Background: an optimization exercise with open tools, aiming at small area, a short achievable clock period and few clock cycles. Do not read the settings as production practice.
RTL that was checked went through simulation tests only; none was proved equivalent to the original.
Power figures rest on the tool's default switching activity, not on a simulated workload.

## isp_top
module isp_top (
    input  logic             clk,
    input  logic             rst_n,
    input  logic             in_valid,
    input  logic             in_mode,
    input  isp_pkg::ratio_t  in_ratio_mode,
    input  logic             pix_valid,
    input  isp_pkg::beat_t   pix_data,
    output logic             busy,
    output logic             out_valid,
    output isp_pkg::result_t out_data
);
clock: 8.0 ns
lec_check: 0
abc_area: 1
cap_margin: 20
core_margin: 2
core_utilization: 60
cts_buf_list: sky130_fd_sc_hd__clkbuf_16 sky130_fd_sc_hd__clkbuf_8
cts_cluster_diameter: 100
cts_cluster_size: 25
setup_slack_margin: 5
slew_margin: 20
standard.sh (not shown) runs the stock make flow with config.mk's settings and CLKGATE_MAP_FILE= SYNTH_SCRIPT=/design/flow/synth_recipe.tcl, a recipe that flattens the netlist after the stock synthesis.
==> flow/flow/run.sh <==
#!/bin/bash
# The standard layout (standard.sh), with plain buffers (buf_1) on the
# ports instead of the delay buffers buffer_ports picks by default, and
# timing repair aimed at a setup slack of 5.3 ns.
set -euo pipefail
mkdir -p logs
export BUFFER_PORTS_ARGS="-buffer_cell sky130_fd_sc_hd__buf_1"
bash standard.sh SETUP_SLACK_MARGIN=5.3 finish > logs/standard.log 2>&1
Testbench counts at the start, summed over its fixed seeds: cycles 18,626.
==> next run, changes <==
--- a/flow/design.v
+++ b/flow/design.v
@@ -154,63 +154,69 @@
         end
     end
     always_ff @(posedge clk) begin
         for (int j = 0; j < 2; j++) begin
             dq[j]  <= (rot && val[j]) ? (sd[j][7:0] ^ {8{!sd[j][8]}}) : 8'd0;
             iq[j]  <= rot && val[j] && sd[j][8];
             q4m[j] <= c4[j];
             q2m[j] <= c2[j];
         end
     end
-    logic [13:0] s6, s4;
+    logic [13:0] s6;
+    logic [12:0] s4;          
     logic [9:0]  s2;
     logic [2:0]  k6, k4;      
     logic [1:0]  k2;          
-    logic [13:0] a6x, a6y, a4x, a4y;
+    logic [13:0] a6x, a6y;
+    logic [12:0] a4x, a4y;
     logic [9:0]  a2x;
     logic        a2i;
-    logic [13:0] n6, n4;
+    logic [13:0] n6;
+    logic [12:0] n4;
     logic [9:0]  n2;
     logic [2:0]  m6, m4;
     logic [1:0]  m2;
-    logic [13:0] cs6, cc6, cs4, cc4;
-    logic [14:0] cy6, cy4;
+    logic [13:0] cs6, cc6;
+    logic [12:0] cs4, cc4;
+    logic [14:0] cy6;
+    logic [13:0] cy4;
     logic [10:0] cy2;
-    logic [13:0] b6, b4;
+    logic [13:0] b6;
+    logic [12:0] b4;
     always_comb begin
         a6x = 14'(dq[0]);
         a6y = 14'(dq[1]);
-        a4x = 14'(dq[0] & {8{q4m[0]}});
-        a4y = 14'(dq[1] & {8{q4m[1]}});
+        a4x = 13'(dq[0] & {8{q4m[0]}});
+        a4y = 13'(dq[1] & {8{q4m[1]}});
         a2x = 10'((dq[0] & {8{q2m[0]}}) | (dq[1] & {8{q2m[1]}}));
         a2i = (iq[0] && q2m[0]) || (iq[1] && q2m[1]);
         for (int k = 0; k < 14; k++) begin
             cs6[k] = s6[k] ^ a6x[k] ^ a6y[k];
             cc6[k] = (s6[k] & a6x[k]) | (s6[k] & a6y[k]) | (a6x[k] & a6y[k]);
             b6[k]  = (k == 0) ? iq[0] : cc6[k == 0 ? 0 : k - 1];
         end
         cy6[0] = iq[1];
         for (int k = 0; k < 14; k++) begin
             n6[k]     = cs6[k] ^ b6[k] ^ cy6[k];
             cy6[k+1]  = (cs6[k] & b6[k]) | (cs6[k] & cy6[k]) | (b6[k] & cy6[k]);
             if (k == 3 || k == 7 || k == 11) begin
                 m6[k/4]  = cy6[k+1];
                 cy6[k+1] = k6[k/4];
             end
         end
-        for (int k = 0; k < 14; k++) begin
+        for (int k = 0; k < 13; k++) begin
             cs4[k] = s4[k] ^ a4x[k] ^ a4y[k];
             cc4[k] = (s4[k] & a4x[k]) | (s4[k] & a4y[k]) | (a4x[k] & a4y[k]);
             b4[k]  = (k == 0) ? (iq[0] && q4m[0]) : cc4[k == 0 ? 0 : k - 1];
         end
         cy4[0] = iq[1] && q4m[1];
-        for (int k = 0; k < 14; k++) begin
+        for (int k = 0; k < 13; k++) begin
             n4[k]     = cs4[k] ^ b4[k] ^ cy4[k];
             cy4[k+1]  = (cs4[k] & b4[k]) | (cs4[k] & cy4[k]) | (b4[k] & cy4[k]);
             if (k == 3 || k == 7 || k == 11) begin
                 m4[k/4]  = cy4[k+1];
                 cy4[k+1] = k4[k/4];
             end
         end
         cy2[0] = a2i;
         for (int k = 0; k < 10; k++) begin
             n2[k]    = s2[k] ^ a2x[k] ^ cy2[k];
Area after synthesis goes down by 0.83%; wire length goes up by 4.2%; fmax goes down by 0.47%; clock skew is about the same; power goes up by 1.4%; final area stays flat; clock-buffer cell count stays the same; via count stays flat.
Function not checked in the second run of this note: the RTL went through the layout flow alone.

========
## the baseline
isp_top, a different RTL version from the one above (not shown whole).
Size: roughly 2300 cells after synthesis, ~560 flip-flops, about 150 I/O pins, roughly 25000 µm² of cells after synthesis.
==> module isp_top, before the edit <==
module isp_top (
    input  logic             clk,
    input  logic             rst_n,
    input  logic             in_valid,
    input  logic             in_mode,
    input  isp_pkg::ratio_t  in_ratio_mode,
    input  logic             pix_valid,
    input  isp_pkg::beat_t   pix_data,
    output logic             busy,
    output logic             out_valid,
    output isp_pkg::result_t out_data
);
    logic [7:0] bcnt;       
    logic       mode_q;
    logic [1:0] ratio_q;
    logic       busy_q;
    logic       rmode;      
    logic [1:0] rratio;
    logic       last0;
    assign last0 = pix_valid && (bcnt == 8'd191);
    always_ff @(posedge clk) begin
        busy_q <= rst_n && (in_valid || (busy_q && !last0));
    end
    always_ff @(posedge clk) begin
        if (in_valid) begin
            bcnt    <= '0;
            mode_q  <= in_mode;
            ratio_q <= in_ratio_mode;
        end else if (pix_valid) begin
            bcnt <= last0 ? 8'd0 : bcnt + 8'd1;
        end
        if (last0) begin
            rmode  <= mode_q;
            rratio <= ratio_q;
        end
    end
    assign busy = busy_q;
    logic red0, green0, blue0, wrow0;
    assign red0   = (bcnt[7:6] == 2'd0);
    assign green0 = (bcnt[7:6] == 2'd1);
    assign blue0  = (bcnt[7:6] == 2'd2);
    assign wrow0  = (bcnt[5:0] >= 6'd26) && (bcnt[5:0] <= 6'd37);
    logic       sat;
    logic [3:0] colmask0;
    logic [7:0] bcnt_n;
    logic [1:0] ratio_n;
    logic       mode_n;
    logic [3:0] thr_n;
    logic [127:0] xbits;
    assign bcnt_n  = in_valid ? 8'd0 : (pix_valid ? (last0 ? 8'd0 : bcnt + 8'd1) : bcnt);
    assign ratio_n = in_valid ? in_ratio_mode : ratio_q;
    assign mode_n  = in_valid ? in_mode : mode_q;
    assign thr_n   = (bcnt_n[7:6] == 2'd1) ? 4'(3 - ratio_n) : 4'(4 - ratio_n);
    always_ff @(posedge clk) begin
        sat <= mode_n && (ratio_n == 2'd3);
        for (int j = 0; j < 4; j++) begin
            colmask0[j] <= (4'(j) >= thr_n);
        end
    end
    always_comb begin
        for (int i = 0; i < 16; i++) begin
            for (int j = 0; j < 7; j++) begin
                xbits[8*i + j] = (j >= 4 || colmask0[j % 4]) && (pix_data[8*i + j] || (sat && pix_data[8*i + 7]));
            end
            xbits[8*i + 7] = !sat && pix_data[8*i + 7];
        end
    end
    logic [10:0] sa, sb;
    isp_exposure_acc i_tree (
        .clk (clk),
        .x   (xbits),
        .sa  (sa),
        .sb  (sb)
    );
    logic        v1, v2, e3;
    logic        first1, first2, last1, last2, g1, g2;
    logic [18:0] acc;     
    logic [10:0] acc_lo;
    logic [7:0]  acc_hi;
    logic [1:0]  acc_k;
    always_ff @(posedge clk or negedge rst_n) begin
        if (!rst_n) begin
            v1    <= 1'b0;
            v2    <= 1'b0;
            e3    <= 1'b0;
        end else begin
            v1    <= pix_valid;
            v2    <= v1;
            e3    <= v2 && last2;
        end
    end
    always_ff @(posedge clk) begin
        last1 <= last0;
        last2 <= last1;
    end
    always_ff @(posedge clk) begin
        first1 <= pix_valid && (bcnt == 8'd0);
        first2 <= first1;
        g1     <= green0;
        g2     <= g1;
        {acc_k, acc_lo} <= 13'(first2 ? 11'd0 : acc_lo)
                         + (!v2 ? 13'd0 : g2 ? 13'(sa) : 13'(sa[10:1]))
                         + (!v2 ? 13'd0 : g2 ? 13'(sb) : 13'(sb[10:1]));
        acc_hi <= first2 ? 8'd0 : acc_hi + 8'(acc_k);
    end
    assign acc = {acc_hi + 8'(acc_k), acc_lo};
    logic [7:0] expo_res;
    always_comb begin
        case (rratio)
            2'd0:    expo_res = {2'b0, acc[18:13]};
            2'd1:    expo_res = {1'b0, acc[18:12]};
            2'd2:    expo_res = acc[18:11];
            default: expo_res = acc[17:10];
        endcase
    end
    logic       wv1, wred1, wend1;
    logic [6:0] wp1 [3];
    always_ff @(posedge clk or negedge rst_n) begin
        if (!rst_n) begin
            wv1    <= 1'b0;
        end else begin
            wv1    <= pix_valid && !mode_q && wrow0;
        end
    end
    always_ff @(posedge clk) begin
        wred1 <= red0;
        wend1 <= blue0 && (bcnt[5:0] == 6'd37);
        for (int j = 0; j < 3; j++) begin
            if (bcnt[0]) begin
                wp1[j] <= green0 ? pix_data[8*j + 1 +: 7] : {1'b0, pix_data[8*j + 2 +: 6]};
            end else begin
                wp1[j] <= green0 ? pix_data[8*(13 + j) + 1 +: 7] : {1'b0, pix_data[8*(13 + j) + 2 +: 6]};
            end
        end
    end
    logic [7:0] ch [3][12];
    logic       pact;         
    logic       chain_en;
    assign chain_en = wv1 || pact;
    always_ff @(posedge clk) begin
        if (chain_en) begin
            for (int j = 0; j < 3; j++) begin
                ch[j][0] <= (wred1 && wv1 ? 8'd0 : ch[j][11]) + (wv1 ? 8'(wp1[j]) : 8'd0);
                for (int k = 1; k < 12; k++) begin
                    ch[j][k] <= ch[j][k-1];
                end
            end
        end
    end
    logic       fdone_p;
    logic [1:0] fres;
    isp_focus_contrast i_contrast (
        .clk   (clk),
        .rst_n (rst_n),
        .start (wv1 && wend1),
        .t0    (ch[0][11]),
        .t1    (ch[1][11]),
        .t2    (ch[2][11]),
        .n0    (ch[0][10]),
        .u0    (ch[0][9]),
        .u1    (ch[1][9]),
        .u2    (ch[2][9]),
        .rot   (pact),
        .done  (fdone_p),
        .res   (fres)
    );
    logic pend, fire, fdone;
    assign fire = (e3 || pend) && (rmode || fdone);
    always_ff @(posedge clk or negedge rst_n) begin
        if (!rst_n) begin
            pend  <= 1'b0;
            fdone <= 1'b0;
        end else begin
            pend  <= !fire && (pend || e3);
            fdone <= !fire && (fdone || fdone_p);
        end
    end
    always_ff @(posedge clk) begin
        out_valid <= fire;
        out_data  <= fire ? (rmode ? expo_res : {6'd0, fres}) : 8'd0;
    end
endmodule
export LEC_CHECK = 0
export ABC_AREA = 1
export CAP_MARGIN = 20
export CORE_MARGIN = 2
export CORE_UTILIZATION = 60
export CTS_CLUSTER_DIAMETER = 80
export CTS_CLUSTER_SIZE = 30
export SETUP_SLACK_MARGIN = 5
export SLEW_MARGIN = 20
create_clock -name core_clock -period 8.0 [get_ports {clk}]
==> flow/flow/run.sh <==
#!/bin/bash
# The standard layout (standard.sh), with plain buffers (buf_1) on the
# ports instead of the delay buffers buffer_ports picks by default, and
# timing repair aimed at a setup slack of 5.4 ns.
set -euo pipefail
mkdir -p logs
export BUFFER_PORTS_ARGS="-buffer_cell sky130_fd_sc_hd__buf_1"
bash standard.sh SETUP_SLACK_MARGIN=5.4 finish > logs/standard.log 2>&1
## Diff of input files: the candidate against the baseline
--- a/flow/design.v
+++ b/flow/design.v
@@ -937,13 +937,13 @@
         .clk (clk),
         .x   (xbits),
         .sa  (sa),
         .sb  (sb)
     );
     logic        v1, v2, e3;
-    logic        first1, first2, last1, last2, g1, g2;
+    logic        first1, first2, last1, last2, g1, sf2, sh2;
     logic [18:0] acc;     
     logic [10:0] acc_lo;
     logic [7:0]  acc_hi;
     logic [1:0]  acc_k;
     always_ff @(posedge clk or negedge rst_n) begin
         if (!rst_n) begin
@@ -961,16 +961,17 @@
         last2 <= last1;
     end
     always_ff @(posedge clk) begin
         first1 <= pix_valid && (bcnt == 8'd0);
         first2 <= first1;
         g1     <= green0;
-        g2     <= g1;
+        sf2    <= v1 && g1;
+        sh2    <= v1 && !g1;
         {acc_k, acc_lo} <= 13'(first2 ? 11'd0 : acc_lo)
-                         + (!v2 ? 13'd0 : g2 ? 13'(sa) : 13'(sa[10:1]))
-                         + (!v2 ? 13'd0 : g2 ? 13'(sb) : 13'(sb[10:1]));
+                         + (13'(sa & {11{sf2}}) | 13'(sa[10:1] & {10{sh2}}))
+                         + (13'(sb & {11{sf2}}) | 13'(sb[10:1] & {10{sh2}}));
         acc_hi <= first2 ? 8'd0 : acc_hi + 8'(acc_k);
     end
     assign acc = {acc_hi + 8'(acc_k), acc_lo};
     logic [7:0] expo_res;
     always_comb begin
         case (rratio)
==> comparison <==
- Going from the baseline to the candidate, die footprint increased by 0.45% relative to the old numbers, setup slack increased by 0.032 ns relative to the old numbers, instance area after placement closely matched the old numbers, number of flip-flops and latches in the synthesized netlist closely matched the old numbers.
- Per the comparison of the candidate with the baseline, clock skew has increased, clock power went down by about 4%, cell area after synthesis climbed 0.46%.
Testbench counts of the candidate, summed over its fixed seeds: cycles 18,626.
Only the layout flow was run in the baseline; the RTL was not checked for function there.

========
Another version of the RTL of isp_top (not shown whole).
Size: about 2300 cells after synthesis, ~560 flip-flops, ~0.025 mm² of cells after synthesis.
==> flow/config.mk <==
export PLATFORM = sky130hd
export DESIGN_NAME = isp_top
export DESIGN_NICKNAME = isp_top
export VERILOG_FILES = /design/flow/design.v
export SDC_FILE = /design/flow/constraint.sdc
export NUM_CORES = 4
export LEC_CHECK = 0
export ABC_AREA = 1
export CAP_MARGIN = 20
export CORE_MARGIN = 2
export CORE_UTILIZATION = 60
export CTS_CLUSTER_DIAMETER = 80
export CTS_CLUSTER_SIZE = 30
export SETUP_SLACK_MARGIN = 5
export SLEW_MARGIN = 20
==> flow/constraint.sdc <==
create_clock -name core_clock -period 8.0 [get_ports {clk}]
set_input_delay 1.6000 -clock core_clock [delete_from_list [all_inputs] [get_ports {clk}]]
set_output_delay 1.6000 -clock core_clock [all_outputs]
set_load 0.01 [all_outputs]
==> flow/flow/run.sh <==
#!/bin/bash
# The standard layout (standard.sh), with plain buffers (buf_1) on the
# ports instead of the delay buffers buffer_ports picks by default, and
# timing repair aimed at a setup slack of 5 ns.
set -euo pipefail
mkdir -p logs
export BUFFER_PORTS_ARGS="-buffer_cell sky130_fd_sc_hd__buf_1"
bash standard.sh SETUP_SLACK_MARGIN=5 finish > logs/standard.log 2>&1
Testbench counts at the start, summed over its fixed seeds: cycles 18,626.
Edit:
--- a/flow/design.v
+++ b/flow/design.v
@@ -85,19 +85,19 @@
         end
     end
     always_ff @(posedge clk) begin
         pass <= pass_n;
         e    <= e_n;
         case (phase)
             PH_ROT:    cnt <= '0;
             PH_SETTLE: cnt <= (cnt == 4'd4) ? 4'd8 : cnt + 4'd1;
             PH_DIV:    cnt <= cnt - 4'd1;
-            default: ;
+            default:   cnt <= '0;
         endcase
     end
     logic [2:0] rn;
     logic       hn;
     logic       r14, r13, r23, r2, r04;
     logic       vd  [2];
     logic       c4d [2];
     logic       c2d [2];
     logic [1:0] sel;          
@@ -241,28 +241,31 @@
     logic [5:0] rem;           
     logic [6:0] rem2;
     logic       qb6, qb2, qb4;
     logic       eq26, gt26, eq46, gt46, eq24, gt24;
     assign qb2  = (cnt <= 4'd7) ? s2[cnt + 4'd2] : 1'b0;
     assign qb4  = s4[cnt + 4'd4];
     assign rem2 = {rem, s6[cnt]};
     assign qb6  = (rem2 >= 7'd36);
     always_ff @(posedge clk) begin
-        if (phase == PH_SETTLE) begin
+        if (phase != PH_DIV) begin
             rem  <= {1'b0, s6[13:9]};
+        end else begin
+            rem <= 6'(qb6 ? rem2 - 7'd36 : rem2);
+        end
+        if (phase == PH_SETTLE) begin
             eq26 <= 1'b1;
             gt26 <= 1'b0;
             eq46 <= 1'b1;
             gt46 <= 1'b0;
             eq24 <= 1'b1;
             gt24 <= 1'b0;
         end else if (phase == PH_DIV) begin
-            rem <= 6'(qb6 ? rem2 - 7'd36 : rem2);
             if (eq26 && qb2 != qb6) begin
                 eq26 <= 1'b0;
                 gt26 <= qb2;
             end
             if (eq46 && qb4 != qb6) begin
                 eq46 <= 1'b0;
                 gt46 <= qb4;
             end
             if (eq24 && qb2 != qb4) begin
@@ -878,40 +881,36 @@
     logic       mode_q;
     logic [1:0] ratio_q;
     logic       busy_q;
     logic       rmode;      
     logic [1:0] rratio;
     logic       last0;
     assign last0 = pix_valid && (bcnt == 8'd191);
     always_ff @(posedge clk or negedge rst_n) begin
         if (!rst_n) begin
+            busy_q <= 1'b0;
+        end else if (in_valid) begin
+            busy_q <= 1'b1;
+        end else if (last0) begin
+            busy_q <= 1'b0;
+        end
+    end
+    always_ff @(posedge clk) begin
+        if (in_valid) begin
             bcnt    <= '0;
-            mode_q  <= 1'b0;
-            ratio_q <= '0;
-            busy_q  <= 1'b0;
-            rmode   <= 1'b0;
-            rratio  <= '0;
-        end else begin
-            if (in_valid) begin
-                bcnt    <= '0;
-                mode_q  <= in_mode;
-                ratio_q <= in_ratio_mode;
-                busy_q  <= 1'b1;
-            end else if (pix_valid) begin
-                bcnt <= last0 ? 8'd0 : bcnt + 8'd1;
-                if (last0) begin
-                    busy_q <= 1'b0;
-                end
-            end
-            if (last0) begin
-                rmode  <= mode_q;
-                rratio <= ratio_q;
-            end
+            mode_q  <= in_mode;
+            ratio_q <= in_ratio_mode;
+        end else if (pix_valid) begin
+            bcnt <= last0 ? 8'd0 : bcnt + 8'd1;
+        end
+        if (last0) begin
+            rmode  <= mode_q;
+            rratio <= ratio_q;
         end
     end
     assign busy = busy_q;
     logic red0, green0, blue0, wrow0;
     assign red0   = (bcnt[7:6] == 2'd0);
     assign green0 = (bcnt[7:6] == 2'd1);
     assign blue0  = (bcnt[7:6] == 2'd2);
     assign wrow0  = (bcnt[5:0] >= 6'd26) && (bcnt[5:0] <= 6'd37);
     logic       sat;
@@ -947,30 +946,30 @@
         .sb  (sb)
     );
     logic        v1, v2, e3;
     logic        first1, first2, last1, last2, g1, g2;
     logic [18:0] acc;     
     always_ff @(posedge clk or negedge rst_n) begin
         if (!rst_n) begin
             v1    <= 1'b0;
             v2    <= 1'b0;
-            last1 <= 1'b0;
-            last2 <= 1'b0;
             e3    <= 1'b0;
         end else begin
             v1    <= pix_valid;
             v2    <= v1;
-            last1 <= last0;
-            last2 <= last1;
             e3    <= v2 && last2;
         end
     end
     always_ff @(posedge clk) begin
+        last1 <= last0;
+        last2 <= last1;
+    end
+    always_ff @(posedge clk) begin
         first1 <= pix_valid && (bcnt == 8'd0);
         first2 <= first1;
         g1     <= green0;
         g2     <= g1;
         acc <= (first2 ? 19'd0 : acc)
              + (!v2 ? 19'd0 : g2 ? 19'(sa) : 19'(sa[10:1]))
              + (!v2 ? 19'd0 : g2 ? 19'(sb) : 19'(sb[10:1]));
     end
     logic [7:0] expo_res;
@@ -981,26 +980,25 @@
             2'd2:    expo_res = acc[18:11];
             default: expo_res = acc[17:10];
         endcase
     end
     logic       wv1, wred1, wend1;
     logic [6:0] wp1 [3];
     always_ff @(posedge clk or negedge rst_n) begin
         if (!rst_n) begin
             wv1    <= 1'b0;
-            wend1  <= 1'b0;
         end else begin
             wv1    <= pix_valid && !mode_q && wrow0;
-            wend1  <= pix_valid && !mode_q && blue0 && (bcnt[5:0] == 6'd37);
         end
     end
     always_ff @(posedge clk) begin
         wred1 <= red0;
+        wend1 <= blue0 && (bcnt[5:0] == 6'd37);
         for (int j = 0; j < 3; j++) begin
             if (bcnt[0]) begin
                 wp1[j] <= green0 ? pix_data[8*j + 1 +: 7] : {1'b0, pix_data[8*j + 2 +: 6]};
             end else begin
                 wp1[j] <= green0 ? pix_data[8*(13 + j) + 1 +: 7] : {1'b0, pix_data[8*(13 + j) + 2 +: 6]};
             end
         end
     end
     logic [7:0] ch [3][12];
Outcome:
- The new run went through all stages and came out clean
- worst setup slack improves by 0.018 ns
- die area went down by 0.34%
- synthesized area went down by 0.35%
- sequential share of layout area went down by 0.41 points
- core utilization barely changes
- clock-buffer cell count went down by 1
- fmax went up by 0.61%
Function not checked in the second run of this note: the RTL went through the layout flow alone.

static timing again, ports no longer ideal:
How much do the figures lean on ideal ports? The routed layouts below were timed once more, with nothing changed but the port constraints.
Step 1 assumes that a clkbuf_16 drives the clock port and a buf_2 every other input.
Step 2 adds t to the input delays and takes it off the output delays; t is the mean of the earliest and latest rising clock arrival at the registers after step 1. Input paths then give back, and output paths get back, about the clock's delay inside the block.
Slacks: no drivers / after step 1 / after step 2; pairs: no drivers / after step 1.
| run | shift t [ns] | setup WS [ns] | worst setup path at the end | clock arrival spread, ns | cell pins on the clock port's net |
|---|---|---|---|---|---|
| the first run of note 1 | 0.639 | 5.321 / 5.297 / 4.708 | input to register | 0.027 / 0.027 | 1 |
| the second run of note 1 | 0.633 | 5.309 / 5.290 / 4.709 | input to register | 0.024 / 0.024 | 1 |
| the baseline | 0.671 | 5.302 / 5.263 / 4.731 | input to register | 0.031 / 0.031 | 1 |
| the candidate | 0.671 | 5.334 / 5.276 / 4.696 | input to register | 0.044 / 0.044 | 1 |
| the first run of note 3 | 0.633 | 5.094 / 5.115 / 4.483 | input to register | 0.034 / 0.033 | 1 |
| the second run of note 3 | 0.653 | 5.112 / 5.142 / 4.490 | input to register | 0.021 / 0.021 | 1 |
After both steps every run listed still meets setup and hold. The setup slack of the candidate, which loses most, moves by -0.058 ns with the drivers and by -0.638 ns with both steps.
